From an optimization exercise on the open Yosys and OpenROAD flow, aimed at small area, a short achievable clock period and few clock cycles per item; shortcuts taken in it are not production practice. At most, simulation tests tie the RTL to the original design; equivalence was not proved. Only the layout flow was run in run 2; the RTL was not checked for function there. No run shown here takes its clock network from TritonCTS; it comes from the design's own scripts or RTL. The flow treats the clock pin as an ideal source. Dropping or thinning the clock tree relies on that and would not hold on a real chip. Power and IR drop assume default switching activity.

**design.v**
```verilog
package tlct_pkg;
   localparam logic [4:0] TOK_ASSIGN = 5'd15;
   localparam logic [4:0] TOK_EQUALS = 5'd16;
   localparam logic [4:0] TOK_SYMBOL = 5'd17;
   localparam logic [4:0] TOK_NUMBER = 5'd18;
   localparam logic [4:0] TOK_IF     = 5'd19;
   localparam logic [4:0] TOK_WHILE  = 5'd20;
   localparam logic [4:0] TOK_OUT    = 5'd21;
   localparam logic [4:0] TOK_END    = 5'd22;
   localparam logic [4:0] TOK_ERROR  = 5'd23;
   localparam logic [1:0] KIND_NONE   = 2'd0;
   localparam logic [1:0] KIND_ASSIGN = 2'd1;
   localparam logic [1:0] KIND_SYMBOL = 2'd2;
   localparam logic [1:0] KIND_NUMBER = 2'd3;
endpackage
import tlct_pkg::*;
module toy_language_char_tokenizer
(
   input  logic        clock,
   input  logic        reset,
   input  logic        req_valid,
   output logic        req_stall,
   input  logic [7:0]  req_char_in,
   input  logic        req_end_of_input,
   output logic        rsp_valid,
   input  logic        rsp_stall,
   output logic [4:0]  rsp_token_kind,
   output logic [4:0]  rsp_text_length,
   output logic [63:0] rsp_text_first,
   output logic [63:0] rsp_text_second,
   output logic        rsp_text_overflow,
   output logic        rsp_last_of_run
);
   typedef struct packed {
      logic       c_end;    
      logic       c_op;     
      logic       c_eq;     
      logic       c_let;    
      logic       c_dig;    
      logic       c_f;      
      logic       c_t;
      logic       c_e;
   } cls_t;
   function automatic logic [3:0] op_index(input logic [7:0] ch);
      case (ch)
         "-": op_index = 4'd1;
         "*": op_index = 4'd2;
         "/": op_index = 4'd3;
         "%": op_index = 4'd4;
         "<": op_index = 4'd5;
         ">": op_index = 4'd6;
         "!": op_index = 4'd7;
         "&": op_index = 4'd8;
         "|": op_index = 4'd9;
         "(": op_index = 4'd10;
         ")": op_index = 4'd11;
         "{": op_index = 4'd12;
         "}": op_index = 4'd13;
         ";": op_index = 4'd14;
         default: op_index = 4'd0;
      endcase
   endfunction
   function automatic cls_t classify(input logic [7:0] ch, input logic eoi);
      cls_t c;
      c        = '0;
      c.c_op   = (ch == "+") || (ch == "-") || (ch == "*") || (ch == "/") || (ch == "%")
                 || (ch == "<") || (ch == ">") || (ch == "!") || (ch == "&") || (ch == "|")
                 || (ch == "(") || (ch == ")") || (ch == "{") || (ch == "}") || (ch == ";");
      c.c_end = eoi;
      c.c_op  = c.c_op & ~eoi;
      c.c_eq  = (ch == "=") & ~eoi;
      c.c_let = (((ch >= "a") && (ch <= "z")) || ((ch >= "A") && (ch <= "Z"))) & ~eoi;
      c.c_dig = (ch >= "0") && (ch <= "9") && !eoi;
      c.c_f   = (ch == "f") && !eoi;
      c.c_t   = (ch == "t") && !eoi;
      c.c_e   = (ch == "e") && !eoi;
      classify = c;
   endfunction
   logic       m_v, k_v;
   logic [7:0] m_ch, k_ch;
   logic       k_eoi;
   cls_t       m_c;
   logic [1:0] pk;
   logic [4:0] plen;
   logic       povf;
   logic [6:0] text_n [16];
   logic       kwp_if, kwp_out, kwp_while;    
   logic        o_v;
   logic [4:0]  o_kind, o_len;
   logic        o_ovf, o_last;
   logic [7:0]  o_b0;
   logic [15:1] o_hide;        
   logic        o_txt;         
   logic [7:0] text [16];
   for (genvar j = 0; j < 16; j++) begin : g_text_val
      assign text[j] = {1'b0, ~text_n[j]};
   end
   logic       is_none, is_asg, is_sym, is_num, ptext;
   logic       c_oth, kw;
   logic       flush, own_v, start, append;
   logic [4:0] own_kind;
   logic [1:0] pk_in;
   assign is_none = (pk == KIND_NONE);
   assign is_asg  = (pk == KIND_ASSIGN);
   assign is_sym  = (pk == KIND_SYMBOL);
   assign is_num  = (pk == KIND_NUMBER);
   assign ptext   = pk[1];
   assign c_oth   = ~(m_c.c_end | m_c.c_op | m_c.c_eq | m_c.c_let | m_c.c_dig);
   assign kw = is_sym & ((kwp_if & m_c.c_f) | (kwp_out & m_c.c_t) | (kwp_while & m_c.c_e));
   assign flush  = ~is_none & (m_c.c_end | m_c.c_op | (m_c.c_eq & ~is_asg)
                               | (m_c.c_let & ~is_sym) | (m_c.c_dig & is_asg));
   assign own_v  = m_c.c_end | m_c.c_op | (m_c.c_eq & is_asg) | (m_c.c_let & kw) | c_oth;
   assign start  = (m_c.c_let & ~is_sym) | (m_c.c_dig & ~ptext);
   assign append = (m_c.c_let & is_sym) | (m_c.c_dig & ptext);
   always_comb begin
      if (m_c.c_end) begin
         own_kind = TOK_END;
      end else if (m_c.c_op) begin
         own_kind = {1'b0, op_index(m_ch)};
      end else if (m_c.c_eq) begin
         own_kind = TOK_EQUALS;
      end else if (m_c.c_let) begin
         own_kind = kwp_if ? TOK_IF : (kwp_out ? TOK_OUT : TOK_WHILE);
      end else begin
         own_kind = TOK_ERROR;
      end
   end
   always_comb begin
      pk_in = pk;
      if (m_c.c_end || m_c.c_op || (m_c.c_eq && is_asg) || kw) begin
         pk_in = KIND_NONE;
      end else if (m_c.c_eq) begin
         pk_in = KIND_ASSIGN;
      end else if (m_c.c_let) begin
         pk_in = KIND_SYMBOL;
      end else if (m_c.c_dig && !ptext) begin
         pk_in = KIND_NUMBER;
      end
   end
   logic stay, tok, step, split, proc, upd;
   assign stay  = o_v & rsp_stall;               
   assign tok   = flush | own_v;
   assign split = flush & own_v;
   assign step = m_v & ~(stay & tok) & ~(append & o_txt);
   assign proc = step & ~split;
   assign upd = m_v & ((start & (~is_num | ~stay)) | (append & ~kw & ~o_txt));
   logic m_free, acc;
   logic [7:0] in_ch;
   logic       in_eoi;
   assign m_free    = ~m_v | proc;
   assign in_ch     = k_v ? k_ch : req_char_in;
   assign in_eoi    = k_v ? k_eoi : req_end_of_input;
   assign acc       = req_valid & ~k_v;
   logic rs;
   assign req_stall = rs;
   always_ff @(posedge clock) begin
      if (reset) begin
         rs <= 1'b0;
      end else begin
         rs <= ~m_free & (rs | req_valid);
      end
   end
   always_ff @(posedge clock) begin
      if (reset) begin
         m_v <= 1'b0;
         k_v <= 1'b0;
      end else begin
         if (m_free) begin
            m_v <= k_v | acc;
            k_v <= 1'b0;
         end else if (acc) begin
            k_v <= 1'b1;
         end
      end
   end
   always_ff @(posedge clock) begin
      if (m_free) begin
         m_ch <= in_ch;
         m_c  <= classify(in_ch, in_eoi);
      end
      if (!k_v) begin
         k_ch  <= req_char_in;
         k_eoi <= req_end_of_input;
      end
   end
   always_ff @(posedge clock) begin
      if (reset) begin
         pk <= KIND_NONE;
      end else if (step) begin
         pk <= split ? KIND_NONE : pk_in;
      end
   end
   always_ff @(posedge clock) begin
      if (upd) begin
         if (start) begin
            plen      <= 5'd1;
            povf      <= 1'b0;
            kwp_if    <= (m_ch == "i");
            kwp_out   <= 1'b0;
            kwp_while <= 1'b0;
         end else if (append) begin
            if (plen[4]) begin
               povf <= 1'b1;
            end else begin
               plen <= plen + 5'd1;
            end
            kwp_if    <= 1'b0;
            kwp_out   <= (plen == 5'd1) && (text[0] == "o") && (m_ch == "u");
            kwp_while <= (plen == 5'd3) && (text[0] == "w") && (text[1] == "h")
                         && (text[2] == "i") && (m_ch == "l");
         end
      end
   end
   always_ff @(posedge clock) begin
      if (m_v && start && (!is_num || !stay)) begin
         text_n[0] <= ~m_ch[6:0];
      end
   end
   for (genvar j = 1; j < 16; j++) begin : g_text
      always_ff @(posedge clock) begin
         if (m_v && append && !o_txt && plen == 5'(j)) begin
            text_n[j] <= ~m_ch[6:0];
         end
      end
   end
   logic [4:0]  t0_kind, t0_len;
   logic        t0_ovf;
   logic [7:0]  t0_b0, own_b0;
   logic [15:1] t0_hide;
   assign own_b0 = c_oth ? m_ch : 8'h00;
   always_comb begin
      t0_kind = own_kind;
      t0_len  = c_oth ? 5'd1 : 5'd0;
      t0_ovf  = 1'b0;
      t0_b0   = own_b0;
      t0_hide = '1;
      if (flush) begin
         t0_kind = is_asg ? TOK_ASSIGN : (is_sym ? TOK_SYMBOL : TOK_NUMBER);
         t0_len  = ptext ? plen : 5'd0;
         t0_ovf  = ptext & povf;
         t0_b0   = ptext ? text[0] : 8'h00;
         for (int j = 1; j < 16; j++) begin
            t0_hide[j] = !(ptext && (plen > 5'(j)));
         end
      end
   end
   always_ff @(posedge clock) begin
      if (reset) begin
         o_v   <= 1'b0;
         o_txt <= 1'b0;
      end else if (!stay) begin
         o_v   <= step & tok;
         o_txt <= step & tok & ~t0_hide[1];
      end
   end
   always_ff @(posedge clock) begin
      if (!stay) begin
         o_kind <= t0_kind;
         o_len  <= t0_len;
         o_ovf  <= t0_ovf;
         o_last <= ~split;
         o_b0   <= t0_b0;
      end
   end
   always_ff @(posedge clock) begin
      for (int j = 1; j < 16; j++) begin
         o_hide[j] <= stay ? !(o_len > 5'(j)) : t0_hide[j];
      end
   end
   assign rsp_valid         = o_v;
   assign rsp_token_kind    = o_kind;
   assign rsp_text_length   = o_len;
   assign rsp_text_overflow = o_ovf;
   assign rsp_last_of_run   = o_last;
   always_comb begin
      rsp_text_first[7:0] = o_b0;
      for (int j = 1; j < 8; j++) begin
         rsp_text_first[8*j +: 8] = {1'b0, ~(text_n[j] | {7{o_hide[j]}})};
      end
      for (int j = 0; j < 8; j++) begin
         rsp_text_second[8*j +: 8] = {1'b0, ~(text_n[8+j] | {7{o_hide[8+j]}})};
      end
   end
endmodule
```
**flow/run.sh**
```bash
#!/bin/bash
# The standard layout with two changes: plain buffers (not delay cells) on the
# ports, and a two-level clock tree (four root buffers, twelve leaf buffers, each
# driving a cluster of nearby flip-flops) in place of ORFS's clock tree, which
# has one level more. ORFS's own output is in standard_flow.log and orfs/logs.
set -euo pipefail
bash standard.sh \
  "BUFFER_PORTS_ARGS=-buffer_cell sky130_fd_sc_hd__buf_1" \
  "PRE_CTS_TCL=$PWD/flow/cts_hook.tcl" \
  finish > standard_flow.log 2>&1
```
**flow/cts_hook.tcl**
```tcl
# A two-level clock tree: the clock port drives four root buffers, each of
# which drives the leaf buffers of its part of the core; each leaf buffer
# drives a cluster of nearby flip-flops.
proc my_manual_cts {args} {
  set db [ord::get_db]
  set block [ord::get_db_block]
  set nleaf 12
  set leafm [$db findMaster sky130_fd_sc_hd__clkbuf_8]
  set rootm [$db findMaster sky130_fd_sc_hd__clkbuf_16]
  set clk_port_net [[$block findBTerm clock] getNet]
  set sinks {}
  set xs {}
  set ys {}
  foreach it [$clk_port_net getITerms] {
    lappend sinks $it
    set bb [[$it getInst] getBBox]
    lappend xs [expr {([$bb xMin] + [$bb xMax]) / 2.0}]
    lappend ys [expr {([$bb yMin] + [$bb yMax]) / 2.0}]
  }
  set n [llength $sinks]
  # k-means on the sink positions, seeded along a space-filling order
  set order [lsort -integer -indices [lmap x $xs y $ys {expr {int($y / 20000) * 1000000 + (int($y / 20000) % 2 ? -int($x) : int($x))}}]]
  set cx {}; set cy {}
  for {set k 0} {$k < $nleaf} {incr k} {
    set i [lindex $order [expr {int(($k + 0.5) * $n / $nleaf)}]]
    lappend cx [lindex $xs $i]; lappend cy [lindex $ys $i]
  }
  set cap [expr {int(ceil(1.15 * $n / $nleaf))}]
  for {set iter 0} {$iter < 30} {incr iter} {
    # balanced assignment: each sink to the nearest centre with room, farthest sinks first
    set cnt [lrepeat $nleaf 0]
    set asg [lrepeat $n -1]
    set pairs {}
    for {set i 0} {$i < $n} {incr i} {
      set best 1e30
      for {set k 0} {$k < $nleaf} {incr k} {
        set d [expr {abs([lindex $xs $i] - [lindex $cx $k]) + abs([lindex $ys $i] - [lindex $cy $k])}]
        if {$d < $best} { set best $d }
      }
      lappend pairs [list $i $best]
    }
    foreach p [lsort -real -decreasing -index 1 $pairs] {
      set i [lindex $p 0]
      set best 1e30; set bk -1
      for {set k 0} {$k < $nleaf} {incr k} {
        if {[lindex $cnt $k] >= $cap} continue
        set d [expr {abs([lindex $xs $i] - [lindex $cx $k]) + abs([lindex $ys $i] - [lindex $cy $k])}]
        if {$d < $best} { set best $d; set bk $k }
      }
      lset asg $i $bk
      lset cnt $bk [expr {[lindex $cnt $bk] + 1}]
    }
    set sx [lrepeat $nleaf 0.0]; set sy [lrepeat $nleaf 0.0]
    for {set i 0} {$i < $n} {incr i} {
      set k [lindex $asg $i]
      lset sx $k [expr {[lindex $sx $k] + [lindex $xs $i]}]
      lset sy $k [expr {[lindex $sy $k] + [lindex $ys $i]}]
    }
    for {set k 0} {$k < $nleaf} {incr k} {
      if {[lindex $cnt $k] > 0} {
        lset cx $k [expr {[lindex $sx $k] / [lindex $cnt $k]}]
        lset cy $k [expr {[lindex $sy $k] / [lindex $cnt $k]}]
      }
    }
  }
  set nroot 4
  # group the leaves into nroot groups by angle around the centre
  set mx 0.0; set my 0.0
  for {set k 0} {$k < $nleaf} {incr k} { set mx [expr {$mx + [lindex $cx $k]}]; set my [expr {$my + [lindex $cy $k]}] }
  set mx [expr {$mx / $nleaf}]; set my [expr {$my / $nleaf}]
  set ang {}
  for {set k 0} {$k < $nleaf} {incr k} { lappend ang [expr {atan2([lindex $cy $k] - $my, [lindex $cx $k] - $mx)}] }
  set ord [lsort -real -indices $ang]
  set leafnets {}
  for {set k 0} {$k < $nleaf} {incr k} { lappend leafnets {} }
  for {set r 0} {$r < $nroot} {incr r} {
    set members {}
    for {set q 0} {$q < $nleaf} {incr q} { if {$q * $nroot / $nleaf == $r} { lappend members [lindex $ord $q] } }
    set rx 0.0; set ry 0.0
    foreach k $members { set rx [expr {$rx + [lindex $cx $k]}]; set ry [expr {$ry + [lindex $cy $k]}] }
    set rx [expr {int($rx / [llength $members])}]; set ry [expr {int($ry / [llength $members])}]
    set root [odb::dbInst_create $block $rootm clkbuf_root_${r}_clock]
    $root setLocation $rx $ry
    $root setPlacementStatus PLACED
    set rootnet [odb::dbNet_create $block clknet_root_${r}_clock]
    $rootnet setSigType CLOCK
    [$root findITerm A] connect $clk_port_net
    [$root findITerm X] connect $rootnet
    foreach k $members {
      set leaf [odb::dbInst_create $block $leafm clkbuf_leaf_${k}_clock]
      $leaf setLocation [expr {int([lindex $cx $k])}] [expr {int([lindex $cy $k])}]
      $leaf setPlacementStatus PLACED
      set net [odb::dbNet_create $block clknet_leaf_${k}_clock]
      $net setSigType CLOCK
      [$leaf findITerm A] connect $rootnet
      [$leaf findITerm X] connect $net
      lset leafnets $k $net
    }
  }
  for {set i 0} {$i < $n} {incr i} {
    set it [lindex $sinks $i]
    $it disconnect
    $it connect [lindex $leafnets [lindex $asg $i]]
  }
  $clk_port_net setSigType CLOCK
  puts "my_manual_cts: $n sinks, $nleaf leaves of [$leafm getName], counts $cnt"
  set_propagated_clock [all_clocks]
}

# ORFS's cts.tcl calls clock_tree_synthesis right after this hook: build the
# two-level tree above in its place. Everything else in cts.tcl (placement
# legalisation, timing repair) runs as usual.
rename clock_tree_synthesis my_orfs_clock_tree_synthesis
proc clock_tree_synthesis {args} {
  my_manual_cts
}
```
**standard.sh**
```bash
#!/bin/bash
# synth_recipe.tcl (not shown) runs the flow's synth.tcl, then flattens the netlist and writes it again
# the make line also repeats each setting of config.mk as NAME=value (left out here)
make -C /OpenROAD-flow-scripts/flow DESIGN_CONFIG=/design/flow/config.mk WORK_HOME=/design/flow/orfs CLKGATE_MAP_FILE= SYNTH_SCRIPT=/design/flow/synth_recipe.tcl "${@:-finish}"
```
**config.mk**
```make
export PLATFORM = sky130hd
export DESIGN_NAME = toy_language_char_tokenizer
export DESIGN_NICKNAME = toy_language_char_tokenizer
export VERILOG_FILES = /design/flow/design.v
export SDC_FILE = /design/flow/constraint.sdc
export NUM_CORES = 4
export LEC_CHECK = 0
export ABC_CLOCK_PERIOD_IN_PS = 2200
export CAP_MARGIN = 0
export CORE_MARGIN = 2
export CORE_UTILIZATION = 65
export SETUP_SLACK_MARGIN = 3.3
export SLEW_MARGIN = 0
```
**constraint.sdc**
```tcl
create_clock -name core_clock -period 5.5 [get_ports {clock}]
set_input_delay 1.1000 -clock core_clock [delete_from_list [all_inputs] [get_ports {clock}]]
set_output_delay 1.1000 -clock core_clock [all_outputs]
set_load 0.01 [all_outputs]
```
==> results.toml, run 1 <==
[run_status]
status = "finished clean"

[worst_setup_path]
cp_top_family = "flip-flops"
critical-path-max-stage-delay_ps = 550
cp_max_fo = 10
crit_type = "reg -> out"
worstPathRequired_ps = 4400
setup.worst_path.end_class = "output pin"
r2r_start = "pk[1]$_SDFFE_PP0P_"
critPathLaunch = "o_len[2]$_SDFFCE_PN0N_"
path_buf_inv = 1
crit_chain = "buf_1"
cp_slowest_cell = "edfxtp_1"
crit_arrival_ps = 1060
cp-start-kind = "register"

[drt]
wirelength_um = 18280
viasPerCell = 5.921
vias = 5637
dr.pass1.iters = 5
ant_nets = 0
wl_per_cell_um = 19.20
drtIter0Drc = 579
drcViolationCount = 0

[global_routing]
grt.total_usage = 0.2624
grt.overflow.total = 0
grt_pass1_vias = 5104
grt_first_pass_wirelength_um = 26630
grt_max_degree = 41
antenna_found_initial = 0

[sta]
finalSetupViolations = 0
period_needed_ps = 2160
timing.final.ws_setup_ps = 3340
worstMarginPinSlew_ps = 774.5
max-slew-margin-rel = 0.4831
maxSlewViolCount = 0
finalHoldViolCount = 0
clock-skew-final_ps = 38.25
setup_tns_ps = 0
fmax_ghz = 0.4629
grt_setup_unrepaired = "no"
fin_crit_sh = 0.3927
whs_ps = 487.9

[cts]
clk_latency_ps = 290
clk_pin_slew_ps = 110

[die]
die_w_um = 114.0
io_pins = 155
dieArea_um2 = 12990
rows = 40
start_util = 0.6598
core_area_um2 = 11910
die_h_um = 114.0

[synth]
synth_edf_count = 157
yosysTopAreaCell = "edfxtp_1"
ys_top_cells_by_area = "edfxtp_1 60%, dfxtp_1 7.9%, nor2_1 6.8%"
synthArstFlopShare = 0
synth_common_cells = "157 x edfxtp_1, 143 x nor2_1, 33 x nand2_1"
yosysSeqAreaShare = 0.6789
synth_top_area_share = 0.5999
ys_warn_count = 3
yosysMostFrequentCell = "edfxtp_1"
avgSynthCellArea_um2 = 11.96
synth_area_um2 = 7859
synth_ff_type = "edfxtp_1"
synth_seq_cells = 188
yosysUniqueCellTypes = 63
netlist_instances = 657

[place]
io_buffers = 139
dp_slack_ps = 2122
routabilityCongestion = 0.9209
placed_area_um2 = 8428
hpwl_um = 11930

[layout]
regArea_um2 = 5340
antenna_cells = 0
final_area_um2 = 9025
drive_gt1_frac = 0.09938
multi_input_area_um2 = 2437
finalNetCount = 828
fill_cells = 837
area.growth.synth_to_final_pct = 14.84

[power]
ir_worst_vdd_uv = 235.5
seqPwrFrac = 0.607
clockPowerShare = 0.242
swShare = 0.2636
power_density_nw_per_um2 = 321.3
p_sw_mw = 0.7643
comb_power_share = 0.151
internal-power_mw = 2.135
leakagePower_nw = 3.040

[job]
maxCapViolations = 0

[worst_hold_path]
hold_path_class = "reg -> reg"
worstHoldStart = "rs$_SDFF_PP0_"
==> per-stage QoR <==
stage | utilization | total power, mW | cells
floorplan | - | 2.017 | 671
global placement | 0.7076 | 2.156 | 917
detailed placement | 0.7076 | 2.165 | 917
CTS | 0.7384 | 2.862 | 936
global route | 0.7577 | 3.013 | 952
finish | 0.7577 | 2.899 | 952
==> cells by family after synthesis <==
family / after synthesis / share of synthesized area
AOI/OAI and AO/OA: 108 / 0.08549
xor gates and xnor gates: 3 / 0.003344
adders and majority gates: 8 / 0.01274
buffers and inverters: 64 / 0.03869
DFF: 188 / 0.6789
muxes: 11 / 0.01465
other: 1 / 0.0004772
and+or+nand+nor: 274 / 0.1657
==> cells in the final DEF, fill, tap and decap left out, types with 6 or more instances in the layout <==
master	synthesis	layout
edfxtp_1	157	157
buf_1	3	139
nor2_1	143	137
nand2_1	33	33
dfxtp_1	31	29
a21oi_1	30	28
o21ai_0	29	27
nor3_1	20	19
inv_1	23	17
conb_1	1	15
buf_4	15	14
clkbuf_8	0	12
and3_1	12	11
a31oi_1	12	11
nand3_1	9	9
nand2b_1	7	7
ha_1	8	6
==> flip-flops by register name, summed over array words and instances (netlist names) <==
register / flops
m_c: 8
k_ch: 8
o_txt: 1
rs: 1
plen: 5
o_len: 5
o_hide: 15
m_ch: 8
o_v: 1
kwp_if: 1
o_kind: 5
o_b0: 8
o_last: 1
povf: 1
k_v: 1
kwp_out: 1
o_ovf: 1
pk: 2
text_n: 112
k_eoi: 1
m_v: 1
kwp_while: 1
==> cell type report <==
cell class | count | area share
inverter | 24 | 0.01303
multi-input combinational | 420 | 0.2701
tap | 147 | 0.02038
timing repair inverter | 2 | 0.001525
sequential | 188 | 0.5917
timing repair buffer | 155 | 0.07389
buffer | 16 | 0.02939
==> repair_timing <==
action	4_1_cts	5_1_grt
resized for setup	19	25
setup buffers	3	13
cloned	0	3
hold buffers	0	0
setup endpoints to repair	164	133
pin swaps	2	3
==> path summary, 6_finish.rpt <==
check | slack [ps] | depth (start not counted) | endpoint
worst min register to register | 490 | 2 | rs$_SDFF_PP0_
worst min-delay path | 490 | 2 | rs$_SDFF_PP0_
worst max-delay path | 3340 | 1 | rsp_text_length[2]
worst max register to register | 3390 | 7 | o_hide[8]$_DFF_P_
==> layer usage <==
| layer | part of all wire | track usage |
|---|---|---|
| met5 | 0 | 0 |
| met4 | 0.031 | 0.07317 |
| met3 | 0.068 | 0.03029 |
| met2 | 0.51 | 0.4766 |
| met1 | 0.39 | 0.3351 |
==> power by group through the flow <==
| stage | clock network, mW | logic (mW) | registers [mW] |
|---|---|---|---|
| 3_3_place_gp | 0 | 0.376 | 1.78 |
| 2_1_floorplan | 0 | 0.271 | 1.75 |
| 4_1_cts | 0.712 | 0.398 | 1.75 |
| 5_1_grt | 0.764 | 0.479 | 1.77 |
| 3_5_place_dp | 0 | 0.382 | 1.78 |
| 6_report | 0.702 | 0.437 | 1.76 |
Testbench counts, summed over its fixed seeds: cycles 25,414, items 24,000.
==> run 2: changes to the inputs <==
--- a/design.v
+++ b/design.v
@@ -92,4 +92,6 @@
    logic [15:1] o_hide;        
    logic        o_txt;         
+   logic        s_v;           
+   logic [4:0]  s_kind;
    logic [7:0] text [16];
    for (genvar j = 0; j < 16; j++) begin : g_text_val
@@ -138,11 +140,11 @@
       end
    end
-   logic stay, tok, step, split, proc, upd;
+   logic stay, tok, split, sfree, proc, upd;
    assign stay  = o_v & rsp_stall;               
    assign tok   = flush | own_v;
    assign split = flush & own_v;
-   assign step = m_v & ~(stay & tok) & ~(append & o_txt);
-   assign proc = step & ~split;
-   assign upd = m_v & ((start & (~is_num | ~stay)) | (append & ~kw & ~o_txt));
+   assign sfree = ~stay & ~s_v;                  
+   assign proc = m_v & ~(append & o_txt) & (~tok | sfree);
+   assign upd = m_v & ((start & (~is_num | sfree)) | (append & ~kw & ~o_txt));
    logic m_free, acc;
    logic [7:0] in_ch;
@@ -187,6 +189,6 @@
       if (reset) begin
          pk <= KIND_NONE;
-      end else if (step) begin
-         pk <= split ? KIND_NONE : pk_in;
+      end else if (proc) begin
+         pk <= pk_in;
       end
    end
@@ -213,5 +215,5 @@
    end
    always_ff @(posedge clock) begin
-      if (m_v && start && (!is_num || !stay)) begin
+      if (m_v && start && (!is_num || sfree)) begin
          text_n[0] <= ~m_ch[6:0];
       end
@@ -250,20 +252,41 @@
          o_txt <= 1'b0;
       end else if (!stay) begin
-         o_v   <= step & tok;
-         o_txt <= step & tok & ~t0_hide[1];
+         if (s_v) begin
+            o_v   <= 1'b1;
+            o_txt <= 1'b0;
+         end else begin
+            o_v   <= proc & tok;
+            o_txt <= proc & tok & ~t0_hide[1];
+         end
+      end
+   end
+   always_ff @(posedge clock) begin
+      if (reset) begin
+         s_v <= 1'b0;
+      end else if (!stay) begin
+         s_v <= proc & tok & split;
       end
    end
    always_ff @(posedge clock) begin
       if (!stay) begin
-         o_kind <= t0_kind;
-         o_len  <= t0_len;
-         o_ovf  <= t0_ovf;
-         o_last <= ~split;
-         o_b0   <= t0_b0;
+         if (s_v) begin
+            o_kind <= s_kind;
+            o_len  <= 5'd0;
+            o_ovf  <= 1'b0;
+            o_last <= 1'b1;
+            o_b0   <= 8'h00;
+         end else begin
+            o_kind <= t0_kind;
+            o_len  <= t0_len;
+            o_ovf  <= t0_ovf;
+            o_last <= ~split;
+            o_b0   <= t0_b0;
+         end
+         s_kind <= own_kind;
       end
    end
    always_ff @(posedge clock) begin
       for (int j = 1; j < 16; j++) begin
-         o_hide[j] <= stay ? !(o_len > 5'(j)) : t0_hide[j];
+         o_hide[j] <= stay ? !(o_len > 5'(j)) : (s_v | t0_hide[j]);
       end
    end
--- a/config.mk
+++ b/config.mk
@@ -7,7 +7,7 @@
 export LEC_CHECK = 0
 export ABC_CLOCK_PERIOD_IN_PS = 2200
-export CAP_MARGIN = 0
+export CAP_MARGIN = 20
 export CORE_MARGIN = 2
 export CORE_UTILIZATION = 65
 export SETUP_SLACK_MARGIN = 3.3
-export SLEW_MARGIN = 0
+export SLEW_MARGIN = 20
==> results.toml, run 2 <==
[sta]
setup_tns_ps = 0
grt_setup_unrepaired = "yes"
fmax_ghz = 0.4588
fin_crit_sh = 0.3963
whs_ps = 488.9
max-slew-margin-rel = 0.4503
clock-skew-final_ps = 29.40
timing.final.ws_setup_ps = 3320
period_needed_ps = 2180
finalSetupViolations = 0
maxSlewViolCount = 0
worstMarginPinSlew_ps = 817.7
finalHoldViolCount = 0

[drt]
drtIter0Drc = 539
viasPerCell = 5.976
wl_per_cell_um = 18.79
dr.pass1.iters = 6
wirelength_um = 18770
vias = 5970
ant_nets = 0
drcViolationCount = 0

[global_routing]
grt_first_pass_wirelength_um = 27820
grt_pass1_vias = 5371
antenna_found_initial = 0
grt.total_usage = 0.2655
grt_max_degree = 33
grt.overflow.total = 0

[layout]
final_common_cell = "edfxtp_1"
fin_util = 0.7738
regMostFlops = "text_n"
finalNetCount = 854
drive_gt1_frac = 0.1119
antenna_cells = 0
layout_common_cells = "162 x edfxtp_1, 139 x nor2_1, 138 x buf_1"
area.growth.synth_to_final_pct = 15.04
largest_reg_flops = 112
top_regs = "text_n x112, o_hide x15"

[place]
io_buffers = 139
dp_slack_ps = 2569
hpwl_um = 12350
routabilityCongestion = 0.9307

[die]
rows = 40
io_pins = 155
die_h_um = 116.0
dieArea_um2 = 13440
start_util = 0.6726
die_w_um = 116.0
core_area_um2 = 12110

[synth]
ys_top_cells_by_area = "edfxtp_1 60%, dfxtp_1 7.9%, nor2_1 6.7%"
ys_warn_count = 3
yosysSeqAreaShare = 0.6758
synth_seq_cells = 194
synth_area_um2 = 8147
synth_edf_count = 162
synth_top_area_share = 0.5971
netlist_instances = 676
synthArstFlopShare = 0
avgSynthCellArea_um2 = 12.05
synth_ff_type = "edfxtp_1"
yosysTopAreaCell = "edfxtp_1"
yosysUniqueCellTypes = 68
yosysMostFrequentCell = "edfxtp_1"
synth_common_cells = "162 x edfxtp_1, 146 x nor2_1, 39 x a21oi_1"

[power]
leakagePower_nw = 3.139
power_density_nw_per_um2 = 291.3
ir_worst_vdd_uv = 238.7

[job]
maxCapViolations = 0

[worst_setup_path]
cp-start-kind = "register"
cp_max_fo = 7
crit_type = "reg -> reg"
worstPathRequired_ps = 5470
setup.worst_path.end_class = "register"
crit_arrival_ps = 2150

[worst_hold_path]
hold_path_class = "reg -> reg"

[run_status]
status = "finished clean"

[cts]
clk_latency_ps = 300
ctsHoldBuffers = 0
clk_pin_slew_ps = 100
-- run 2: cell types whose count changed in the layout (fill, tap and decap cells not counted), sizes merged, moves of 4 or more --
cell	before	now
a21oi	31	39
and3	12	7
nand2b	7	11
mux2i	7	2
edfxtp	157	162
and2	8	13
a21bo	0	4
-- run 2: through the flow --
step                      total power, mW  std cells  instance area (µm²)
after floorplan                     1.915        690                 8258
after global placement              1.997        961                 8765
after detailed placement            2.004        961                 8765
after CTS                           2.712        988                 9254
after global routing                2.811        999                 9371
final                               2.730        999                 9371
-- run 2: area by class of cell --
cell class,count,area [µm²]
flip-flops and latches,194,5512
fillers,802,2740
multi-input cells,437,2601
repair buffers,158,663.1
plain buffers,16,265.3
well taps,168,210.2
inverters,25,115.1
repair inverters,1,5.005
-- run 2: timing repair --
action                                  CTS  global route
cloned                                    4             0
resized for setup                        34            12
pin swaps                                 7             7
buffers inserted                          7            11
endpoints found under the setup margin  184            47
-- run 2: critical path, cell delays in order (launching register included) --
cell and delay [ps]:
dfxtp_4 410, ha_4 180, a22oi_2 130, or3b_4 460
nor2_4 150, nand3b_1 240, nor2_4 280
-- run 2: where the power goes --
group | internal (mW) | total, mW | switching [mW] | leakage [nW]
Clock | 0.327 | 0.713 | 0.386 | 0.136
Combinational | 0.0973 | 0.286 | 0.189 | 1.20
Sequential | 1.66 | 1.73 | 0.0665 | 1.80
Total | 2.09 | 2.73 | 0.641 | 3.14
-- run 2: cells by family after synthesis --
kind of cell / after synthesis / synth area share
XOR/XNOR: 4 / 0.004301
AO/OA/AOI/OAI: 122 / 0.09599
adder cells (fa/ha/maj): 8 / 0.01229
flip-flops: 194 / 0.6758
other: 1 / 0.0004603
multiplexers: 8 / 0.01075
buffers and inverters: 62 / 0.03763
AND/OR/NAND/NOR: 277 / 0.1628
-- run 2: per-layer routing --
layer	share of wire	vias to the layer above	wire, µm	global-route usage
li1	-	2730	-	-
met5	0	-	0	0
met2	0.50	331	9474	0.4702
met1	0.38	2847	7213	0.3510
met3	0.078	62	1466	0.02667
met4	0.033	0	614	0.08095
-- run 2: worst paths after layout --
check | from | end | slack (ps) | depth (start not counted)
worst max-delay path | pk[1]$_SDFFE_PP0P_ | text_n[10][4]$_DFFE_PP_ | 3320 | 6
worst min register to register | rs$_SDFF_PP0_ | rs$_SDFF_PP0_ | 490 | 2
worst max register to register | pk[1]$_SDFFE_PP0P_ | text_n[10][4]$_DFFE_PP_ | 3320 | 6
worst min-delay path | rs$_SDFF_PP0_ | rs$_SDFF_PP0_ | 490 | 2

==> static timing again, ports no longer ideal <==
Ports are ideal in the flow. The routed layouts listed here were re-timed in OpenROAD.
Step 1 assumes that a clkbuf_16 drives the clock port and a buf_2 every other input.
Step 2 adds t to the input delays and takes it off the output delays; t is the mean of the earliest and latest rising clock arrival at the registers after step 1. Input paths then give back, and output paths get back, about the clock's delay inside the block.
a / b / c = no drivers / after step 1 / after step 2; a / b = the first two.
run	shift t [ns]	setup WS [ns]	worst data-port slew with drivers (ns)	pins driven straight from the clock port
run 1	0.370	3.340 / 3.246 / 3.060	0.03	4
run 2	0.374	3.320 / 3.254 / 3.101	0.03	4
After both steps setup and hold are still met in every run listed. For run 1, which loses most, drivers alone change the setup slack by -0.094 ns; drivers and shift together by -0.280 ns.
